Source: an optimization exercise on an open RTL-to-GDS flow (aim: small area). Production flows keep margins and buffers that such runs may drop.
RTL that was checked went through simulation tests only; none was proved equivalent to the original.
Power and IR drop assume default switching activity.

// stride_prefetcher
module stride_prefetcher #(
    parameter int unsigned TABLE_ENTRIES = 8,
    parameter int unsigned FIFO_DEPTH    = 8,
    parameter int unsigned MAX_CREDITS   = 2
) (
    input  logic                       clk_i,
    input  logic                       rst_ni,
    input  logic                       snoop_valid_i,
    input  logic [pf_pkg::ADDR_W-1:0]  snoop_addr_i,
    input  logic                       cfg_valid_i,
    input  logic [pf_pkg::COUNT_W-1:0] cfg_nblocks_i,
    output logic                       req_valid_o,
    output logic [pf_pkg::ADDR_W-1:0]  req_addr_o,
    input  logic                       credit_i
);
    localparam int unsigned NE    = TABLE_ENTRIES;
    localparam int unsigned IDX_W = (NE > 1) ? $clog2(NE) : 1;
    localparam int unsigned VC_W  = $clog2(NE + 1);
    localparam int unsigned ND    = FIFO_DEPTH;
    localparam int unsigned PTR_W = (ND > 1) ? $clog2(ND) : 1;
    localparam int unsigned CNT_W = $clog2(ND + 1);
    localparam int unsigned CRED_W = $clog2(MAX_CREDITS + 1);
    localparam int unsigned TAG_W = pf_pkg::TAG_W;
    localparam int unsigned OFF_W = pf_pkg::PAGE_OFFSET_W;
    localparam int unsigned BASE_W = pf_pkg::ADDR_W - pf_pkg::LINE_OFFSET_W;
    localparam int unsigned NB_W  = pf_pkg::COUNT_W;
    logic [NB_W-1:0] nblocks_q;
    always_ff @(posedge clk_i or negedge rst_ni) begin
        if (!rst_ni) begin
            nblocks_q <= NB_W'(pf_pkg::NBLOCKS_RESET);
        end else if (cfg_valid_i) begin
            nblocks_q <= cfg_nblocks_i;
        end
    end
    logic [VC_W-1:0]  vcnt_q;
    logic [TAG_W-1:0] tag_q [NE];
    logic [OFF_W-1:0] idx_q [NE];
    logic [OFF_W:0]   str_q [NE];
    logic [1:0]       st_q  [NE];
    logic             mru_q [NE][NE];
    logic [TAG_W-1:0] snoop_tag;
    logic [OFF_W-1:0] snoop_idx;
    logic [NE-1:0]    hit_vec;
    logic [NE-1:0]    lru_vec;
    logic [NE-1:0]    free_vec;
    logic [NE-1:0]    sel_vec;
    logic             hit;
    logic             free_found;
    logic [OFF_W-1:0] h_idx;
    logic [OFF_W:0]   h_str;
    logic [1:0]       h_st;
    logic [OFF_W:0]   new_stride;
    logic             stride_match;
    logic [1:0]       new_state;
    logic             emit;
    logic [pf_pkg::ADDR_W-1:0] target_addr;
    logic [OFF_W+1:0] sum2;
  ...
Size in the first run: roughly 2,300 cells after synthesis, about 870 flip-flops, ~78 I/O pins, roughly 36,000 um^2 of cells after synthesis.
export LEC_CHECK = 0
export CAP_MARGIN = 20
export CORE_MARGIN = 2
export CORE_UTILIZATION = 40
export CTS_CLUSTER_DIAMETER = 100
export CTS_CLUSTER_SIZE = 30
export SLEW_MARGIN = 20
create_clock -name core_clock -period 10.0 [get_ports {clk_i}]
standard.sh (not shown) runs the stock make flow with config.mk's settings and CLKGATE_MAP_FILE= SYNTH_SCRIPT=/design/flow/synth_recipe.tcl, a recipe that flattens the netlist after the stock synthesis.
==> flow/flow/run.sh <==
#!/bin/bash
# Standard layout, with the port buffers made from the smallest buffer cell.
set -euo pipefail
export BUFFER_PORTS_ARGS="-buffer_cell sky130_fd_sc_hd__buf_1"
bash standard.sh > standard.log 2>&1
The first run completed without violations.
==> next run, changes <==
--- a/flow/design.v
+++ b/flow/design.v
@@ -46,36 +46,37 @@
             nblocks_q <= NB_W'(pf_pkg::NBLOCKS_RESET);
         end else if (cfg_valid_i) begin
             nblocks_q <= cfg_nblocks_i;
         end
     end
     logic [VC_W-1:0]  vcnt_q;
     logic [TAG_W-1:0] tag_q [NE];
     logic [OFF_W-1:0] idx_q [NE];
-    logic [OFF_W:0]   str_q [NE];
+    logic [OFF_W-1:0] str_q [NE];
     logic [1:0]       st_q  [NE];
     logic             mru_q [NE][NE];
     logic [TAG_W-1:0] snoop_tag;
     logic [OFF_W-1:0] snoop_idx;
     logic [NE-1:0]    hit_vec;
     logic [NE-1:0]    lru_vec;
     logic [NE-1:0]    free_vec;
     logic [NE-1:0]    sel_vec;
     logic             hit;
     logic             free_found;
     logic [OFF_W-1:0] h_idx;
-    logic [OFF_W:0]   h_str;
+    logic [OFF_W-1:0] h_str;
     logic [1:0]       h_st;
     logic [OFF_W:0]   new_stride;
     logic             stride_match;
     logic [1:0]       new_state;
     logic             emit;
     logic [pf_pkg::ADDR_W-1:0] target_addr;
     logic [OFF_W+1:0] sum2;
+    logic             pred_ok;
     assign snoop_tag  = snoop_addr_i[pf_pkg::ADDR_W-1:OFF_W];
     assign snoop_idx  = snoop_addr_i[OFF_W-1:0];
     assign free_found = (vcnt_q != VC_W'(NE));
     always_comb begin
         for (int i = 0; i < NE; i++) begin
             hit_vec[i]  = (VC_W'(i) < vcnt_q) && (tag_q[i] == snoop_tag);
             free_vec[i] = (vcnt_q == VC_W'(i));
             lru_vec[i]  = 1'b1;
@@ -88,27 +89,28 @@
     assign hit     = |hit_vec;
     assign sel_vec = hit ? hit_vec : (free_found ? free_vec : lru_vec);
     always_comb begin
         h_idx = '0;
         h_str = '0;
         h_st  = '0;
         for (int i = 0; i < NE; i++) begin
             h_idx = h_idx | (idx_q[i] & {OFF_W{hit_vec[i]}});
-            h_str = h_str | (str_q[i] & {(OFF_W+1){hit_vec[i]}});
+            h_str = h_str | (str_q[i] & {OFF_W{hit_vec[i]}});
             h_st  = h_st  | (st_q[i]  & {2{hit_vec[i]}});
         end
     end
     assign new_stride   = {1'b0, snoop_idx} - {1'b0, h_idx};
-    assign stride_match = ({1'b0, snoop_idx} == h_str) && (snoop_idx != h_idx);
     assign sum2         = {1'b0, snoop_idx, 1'b0} - {2'b00, h_idx};
-    always_comb begin
-        if (!hit) begin
+    assign stride_match = (h_st != 2'd0) && (snoop_idx == h_str);
+    assign pred_ok      = (sum2[OFF_W+1:OFF_W] == 2'b00) && (snoop_idx != h_idx);
+    always_comb begin
+        if (!hit || !pred_ok) begin
             new_state = 2'd0;
-        end else if (h_st == 2'd0 || !stride_match) begin
+        end else if (!stride_match) begin
             new_state = 2'd1;
         end else begin
             new_state = h_st + 2'd1;
         end
     end
     assign emit = snoop_valid_i && hit && (h_st == 2'd3) && stride_match;
     always_comb begin
         logic up, down, c_inc, c_dec;
@@ -130,17 +132,17 @@
             vcnt_q <= vcnt_q + 1'b1;
         end
     end
     always_ff @(posedge clk_i) begin
         for (int i = 0; i < NE; i++) begin
             if (snoop_valid_i && sel_vec[i]) begin
                 tag_q[i] <= snoop_tag;
                 idx_q[i] <= snoop_idx;
-                str_q[i] <= sum2[OFF_W:0];
+                str_q[i] <= sum2[OFF_W-1:0];
                 st_q[i]  <= new_state;
             end
             for (int j = i + 1; j < NE; j++) begin
                 if (snoop_valid_i && (sel_vec[i] || sel_vec[j])) begin
                     mru_q[i][j] <= sel_vec[i];
                 end
             end
         end
What happened:
- routed wire length grows by a few percent
- final area stays flat
- utilization grows by 0.12 points
- total power rises slightly
- final cell count came out higher slightly
No functional check of the RTL was part of the second run of this note.

---

== v27 ==
stride_prefetcher with an RTL version that a note above also has.
Size: roughly 860 flip-flops, roughly 78 I/O pins.
Settings: LEC_CHECK=0, CAP_MARGIN=20, CORE_MARGIN=2, CORE_UTILIZATION=40, CTS_CLUSTER_DIAMETER=80, CTS_CLUSTER_SIZE=30, GPL_TIMING_DRIVEN=0, SLEW_MARGIN=20; clock period 10.0 ns.
==> flow/flow/run.sh <==
#!/bin/bash
# Standard layout, with the port buffers made from the smallest buffer cell and the
# synthesis buffers removed at floorplan (placement is not timing driven, so it would not).
set -euo pipefail
export BUFFER_PORTS_ARGS="-buffer_cell sky130_fd_sc_hd__buf_1"
export REMOVE_ABC_BUFFERS=1
bash standard.sh > standard.log 2>&1
v27 | stages: all done | timing, DRC, antenna: all pass
For v30, these inputs were changed with respect to v27:
-- flow/design.v --
<<< v27, line 52
    logic [TAG_W-1:0] tag_q [NE];
    logic [OFF_W-1:0] idx_q [NE];
    logic [OFF_W-1:0] str_q [NE];
    logic [1:0]       st_q  [NE];
    logic             mru_q [NE][NE];
>>> v30, line 52
    logic [TAG_W-1:0] tag_q [NE];
    logic [OFF_W-1:0] idx_q [NE];
    logic [OFF_W:0]   str_q [NE];
    logic [1:0]       st_q  [NE];
    logic             mru_q [NE][NE];
<<< v27, line 64
    logic             free_found;
    logic [OFF_W-1:0] h_idx;
    logic [OFF_W-1:0] h_str;
    logic [1:0]       h_st;
    logic [OFF_W:0]   new_stride;
>>> v30, line 64
    logic             free_found;
    logic [OFF_W-1:0] h_idx;
    logic [OFF_W:0]   h_str;
    logic [1:0]       h_st;
    logic [OFF_W:0]   new_stride;
<<< v27, line 72
    logic [pf_pkg::ADDR_W-1:0] target_addr;
    logic [OFF_W+1:0] sum2;
    logic             pred_ok;
    assign snoop_tag  = snoop_addr_i[pf_pkg::ADDR_W-1:OFF_W];
    assign snoop_idx  = snoop_addr_i[OFF_W-1:0];
>>> v30, line 72
    logic [pf_pkg::ADDR_W-1:0] target_addr;
    logic [OFF_W+1:0] sum2;
    assign snoop_tag  = snoop_addr_i[pf_pkg::ADDR_W-1:OFF_W];
    assign snoop_idx  = snoop_addr_i[OFF_W-1:0];
<<< v27, line 95
        for (int i = 0; i < NE; i++) begin
            h_idx = h_idx | (idx_q[i] & {OFF_W{hit_vec[i]}});
            h_str = h_str | (str_q[i] & {OFF_W{hit_vec[i]}});
            h_st  = h_st  | (st_q[i]  & {2{hit_vec[i]}});
        end
    end
    assign new_stride   = {1'b0, snoop_idx} - {1'b0, h_idx};
    assign sum2         = {1'b0, snoop_idx, 1'b0} - {2'b00, h_idx};
    assign stride_match = (h_st != 2'd0) && (snoop_idx == h_str);
    assign pred_ok      = (sum2[OFF_W+1:OFF_W] == 2'b00) && (snoop_idx != h_idx);
    always_comb begin
        if (!hit || !pred_ok) begin
            new_state = 2'd0;
        end else if (!stride_match) begin
            new_state = 2'd1;
        end else begin
>>> v30, line 94
        for (int i = 0; i < NE; i++) begin
            h_idx = h_idx | (idx_q[i] & {OFF_W{hit_vec[i]}});
            h_str = h_str | (str_q[i] & {(OFF_W+1){hit_vec[i]}});
            h_st  = h_st  | (st_q[i]  & {2{hit_vec[i]}});
        end
    end
    assign new_stride   = {1'b0, snoop_idx} - {1'b0, h_idx};
    assign stride_match = ({1'b0, snoop_idx} == h_str) && (snoop_idx != h_idx);
    assign sum2         = {1'b0, snoop_idx, 1'b0} - {2'b00, h_idx};
    always_comb begin
        if (!hit) begin
            new_state = 2'd0;
        end else if (h_st == 2'd0 || !stride_match) begin
            new_state = 2'd1;
        end else begin
<<< v27, line 138
                tag_q[i] <= snoop_tag;
                idx_q[i] <= snoop_idx;
                str_q[i] <= sum2[OFF_W-1:0];
                st_q[i]  <= new_state;
            end
>>> v30, line 136
                tag_q[i] <= snoop_tag;
                idx_q[i] <= snoop_idx;
                str_q[i] <= sum2[OFF_W:0];
                st_q[i]  <= new_state;
            end
Notes after the runs:
Of v30 and v27, the run reporting the higher wire length of the first global-routing pass was v27. Comparing v30 and v27, the higher total area of multi-input combinational cells is on v27. The horizontal extent of the die of v30 and that of v27 are within noise of each other. From v27 to v30 the numbers moved as follows: total design power decreased 0.000065 W, sequential share of the synthesized area up 0.68 points, area of all placed cells without fillers has decreased, number of cells produced by synthesis fell 45. Routability congestion estimate: v30 and v27 compared, higher one is v30. Of the two values seen for launching instance or port of the critical path, snoop_addr_i[21] was produced by v30 and snoop_addr_i[20] by v27. Of v30 and v27, v30 shows the lower post-route clock period utilization, with v27 above it. Filler cell count of v30 exceeds that of v27 slightly. Changes observed in v30 relative to v27: final worst-path setup slack increased 280 ps, final wirelength has decreased.
No functional check of the RTL was part of v27.

==> separate check: timing with driven ports <==
Ports are ideal in the flow. The routed layouts listed here were re-timed in OpenROAD.
Step 1 (the two cells are an assumption about what drives the block):
set clk [get_ports {clk_i}]
set_driving_cell -lib_cell sky130_fd_sc_hd__clkbuf_16 $clk
set_driving_cell -lib_cell sky130_fd_sc_hd__buf_2 [delete_from_list [all_inputs] $clk]
Step 2 times the ports against the registers' clock, not the clock port: input delays grow and output delays shrink by t, the midpoint of the rising clock arrivals with the driver on.
a / b / c = ideal ports / drivers / drivers and shift; a / b = the first two.
| run | t, ns | setup slack, ns | clock arrival spread, ns | worst data-port slew with drivers (ns) |
|---|---|---|---|---|
| the first run of note 1 | 0.661 | 1.889 / 1.923 / 1.262 | 0.019 / 0.019 | 0.11 |
| the second run of note 1 | 0.655 | 2.191 / 2.220 / 1.564 | 0.029 / 0.029 | 0.09 |
| v27 | 0.663 | 1.346 / 1.387 / 0.724 | 0.032 / 0.032 | 0.07 |
| v30 | 0.660 | 1.626 / 1.663 / 1.003 | 0.032 / 0.032 | 0.09 |
After both steps every run listed still meets setup and hold.
